Background: an optimization exercise with open tools, aiming at small area. Do not read the settings as production practice. Function was checked by simulation only, so behaviour that the tests miss may differ from the original. No driver is modelled on the clock port, so clocking that relies on it looks cheaper here than on a real chip. Power is estimated from default activity; no workload was simulated.

## game_top
module game_top (
    input  logic              clk25M,
    input  logic              reset,
    input  logic              frame_tick,
    input  logic              btn_left,
    input  logic              btn_right,
    input  logic              btn_fire,
    input  logic [3:0]        speed,
    input  logic              scan_en,
    input  logic [9:0]        scan_h,
    input  logic [9:0]        scan_v,
    output logic              busy,
    output logic              pixel_en,
    output logic [11:0]       pixel_color
);
==> flow/config.mk <==
export PLATFORM = sky130hd
export DESIGN_NAME = game_top
export DESIGN_NICKNAME = game_top
export VERILOG_FILES = /design/flow/design.v
export SDC_FILE = /design/flow/constraint.sdc
export NUM_CORES = 4
export LEC_CHECK = 0
export ABC_AREA = 1
export CAP_MARGIN = 20
export CORE_MARGIN = 2
export CORE_UTILIZATION = 72
export SLEW_MARGIN = 20
==> flow/constraint.sdc <==
create_clock -name core_clock -period 6.0 [get_ports {clk25M}]
set_input_delay 1.2000 -clock core_clock [delete_from_list [all_inputs] [get_ports {clk25M}]]
set_output_delay 1.2000 -clock core_clock [all_outputs]
set_load 0.01 [all_outputs]
standard.sh (not shown) runs the stock make flow with config.mk's settings and CLKGATE_MAP_FILE= SYNTH_SCRIPT=/design/flow/synth_recipe.tcl, a recipe that flattens the netlist after the stock synthesis.
==> flow/flow/run.sh <==
#!/bin/bash
# The standard layout with these changes: an area-oriented ABC script for
# the combinational logic (registers are mapped before ABC, so they are the
# standard synthesis's), the smallest buffer on the ports, and a two-level
# clock tree built by flow/clocktree.tcl in place of CTS's.
set -euo pipefail
rm -rf scripts_abc
cp -r "$FLOW_HOME/scripts" scripts_abc
cp flow/abc_area.script scripts_abc/abc_area.script
bash standard.sh \
  "SCRIPTS_DIR=$PWD/scripts_abc" \
  "BUFFER_PORTS_ARGS=-buffer_cell sky130_fd_sc_hd__buf_1" \
  "PRE_CTS_TCL=$PWD/flow/clocktree.tcl" \
  "CTS_ARGS=-clk_nets clk25M -repair_clock_nets" \
  finish > standard.log 2>&1
==> flow/flow/abc_area.script <==
&get -n
&st
&syn2
&dch -f
&nf -R 1000
&put
strash
&get -n
&st
&dch -f
&nf -R 1000
&put
topo
stime -c
buffer -c
upsize -c
dnsize -c
==> flow/flow/clocktree.tcl <==
# Clock tree built by hand before CTS (run as PRE_CTS_TCL): a root
# buffer feeding one leaf buffer per quadrant of the registers.
set block [ord::get_db_block]
set db [ord::get_db]
set clknet [$block findNet clk25M]
set nleaf 4
set leafm [$db findMaster sky130_fd_sc_hd__clkbuf_8]
set rootm [$db findMaster sky130_fd_sc_hd__clkbuf_8]
set sinks {}
foreach it [$clknet getITerms] {
  set loc [[$it getInst] getLocation]
  lappend sinks [list $it [lindex $loc 0] [lindex $loc 1]]
}
# split by x median then y median into nleaf groups (2 or 4)
set byx [lsort -integer -index 1 $sinks]
set h [expr {[llength $byx] / 2}]
set halves [list [lrange $byx 0 [expr {$h-1}]] [lrange $byx $h end]]
set groups {}
foreach g $halves {
  if {$nleaf == 4} {
    set byy [lsort -integer -index 2 $g]
    set hh [expr {[llength $byy] / 2}]
    lappend groups [lrange $byy 0 [expr {$hh-1}]] [lrange $byy $hh end]
  } else { lappend groups $g }
}
set rootnet [odb::dbNet_create $block clk_root]
$rootnet setSigType CLOCK
set root [odb::dbInst_create $block $rootm clkbuf_root]
[$root findITerm A] connect $clknet
[$root findITerm X] connect $rootnet
set i 0; set rx 0; set ry 0
foreach g $groups {
  set net [odb::dbNet_create $block clk_leaf_$i]
  $net setSigType CLOCK
  set b [odb::dbInst_create $block $leafm clkbuf_leaf_$i]
  [$b findITerm A] connect $rootnet
  [$b findITerm X] connect $net
  set sx 0; set sy 0
  foreach s $g { set it [lindex $s 0]; $it disconnect; $it connect $net; set sx [expr {$sx+[lindex $s 1]}]; set sy [expr {$sy+[lindex $s 2]}] }
  set cx [expr {$sx/[llength $g]}]; set cy [expr {$sy/[llength $g]}]
  $b setLocation $cx $cy; $b setPlacementStatus PLACED
  set rx [expr {$rx+$cx}]; set ry [expr {$ry+$cy}]
  incr i
}
$root setLocation [expr {$rx/$i}] [expr {$ry/$i}]; $root setPlacementStatus PLACED
puts "clock tree: root + $i leaves"
set_propagated_clock [all_clocks]
Rerun with:
--- a/flow/config.mk
+++ b/flow/config.mk
@@ -9,4 +9,4 @@
 export CAP_MARGIN = 20
 export CORE_MARGIN = 2
-export CORE_UTILIZATION = 72
+export CORE_UTILIZATION = 65
 export SLEW_MARGIN = 20
What happened: The changed run produced a clean layout; final area goes up by 1.1%; register-to-register slack loses 0.02 ns; sequential share of layout area goes down by 0.35 points; routed wire length goes down by about 3.3%.
Rerun with:
==> flow/flow/run.sh (replaced) <==
#!/bin/bash
# The standard layout with three changes: an area-oriented ABC script for
# the combinational logic (registers are mapped before ABC, so they are the
# standard synthesis's), the smallest buffer on the ports, and a clock tree
# without dummy loads.
set -euo pipefail
rm -rf scripts_abc
cp -r "$FLOW_HOME/scripts" scripts_abc
cp flow/abc_area.script scripts_abc/abc_area.script
bash standard.sh \
  "SCRIPTS_DIR=$PWD/scripts_abc" \
  "BUFFER_PORTS_ARGS=-buffer_cell sky130_fd_sc_hd__buf_1" \
  "CTS_ARGS=-sink_clustering_enable -repair_clock_nets -dont_use_dummy_load -buf_list sky130_fd_sc_hd__clkbuf_8" \
  finish > standard.log 2>&1
--- a/flow/flow/abc_area.script
+++ b/flow/flow/abc_area.script
@@ -2,4 +2,10 @@
 &st
 &syn2
+&dch -f
+&nf -R 1000
+&put
+strash
+&get -n
+&st
 &dch -f
 &nf -R 1000
removed: flow/flow/clocktree.tcl
After rerunning: Final area grows by 2.7%. Area after synthesis shrinks by 0.61%. Routed wire length grows by 1.2%. First-iteration DRC count grows by 69%. Sequential share of layout area shrinks by 0.89 points.
Rerun with:
==> flow/flow/abc_area.script (replaced) <==
&get -n
&st
&syn2
&dch -f
&nf -R 1000
&put
strash
&get -n
&st
&dch -f
&nf -R 1000
&put
topo
stime -c
upsize -c
dnsize -c
After rerunning: Cell count fell slightly. Non-clock buffer count fell by 13. Power fell by a few percent. Hold slack improves by 0.031 ns. Clock-buffer cell count stays the same. Fmax fell slightly.

==> what the ideal ports hide <==
How much do the figures lean on ideal ports? The routed layouts below were timed once more, with nothing changed but the port constraints. Step 1 sets driving cells, clkbuf_16 on the clock port and buf_2 on the other inputs (assumed; they add their load-dependent delay and slew). Step 2 moves the port delays by t, midway between the first and last clock arrival at a register: inputs arrive t later, outputs are due t later. That takes back most of the time a late clock gives input paths. Slacks: ideal ports / drivers / drivers and shift; pairs: ideal ports / drivers.
run	t, ns	slack for setup (ns)	slew at the worst register clock pin (ns)	worst slew at a driven data input, ns
the first run	0.377	0.300 / 0.302 / -0.075	0.12 / 0.12	0.04
the second run	0.367	0.318 / 0.324 / -0.043	0.11 / 0.11	0.03
the third run	0.360	0.338 / 0.347 / -0.013	0.07 / 0.07	0.03
the fourth run	0.368	0.240 / 0.250 / -0.118	0.08 / 0.08	0.03
Met with ideal ports but missed after step 2: setup timing in every run listed. For the first run, which loses most, drivers alone change the setup slack by +0.002 ns; drivers and shift together by -0.375 ns.
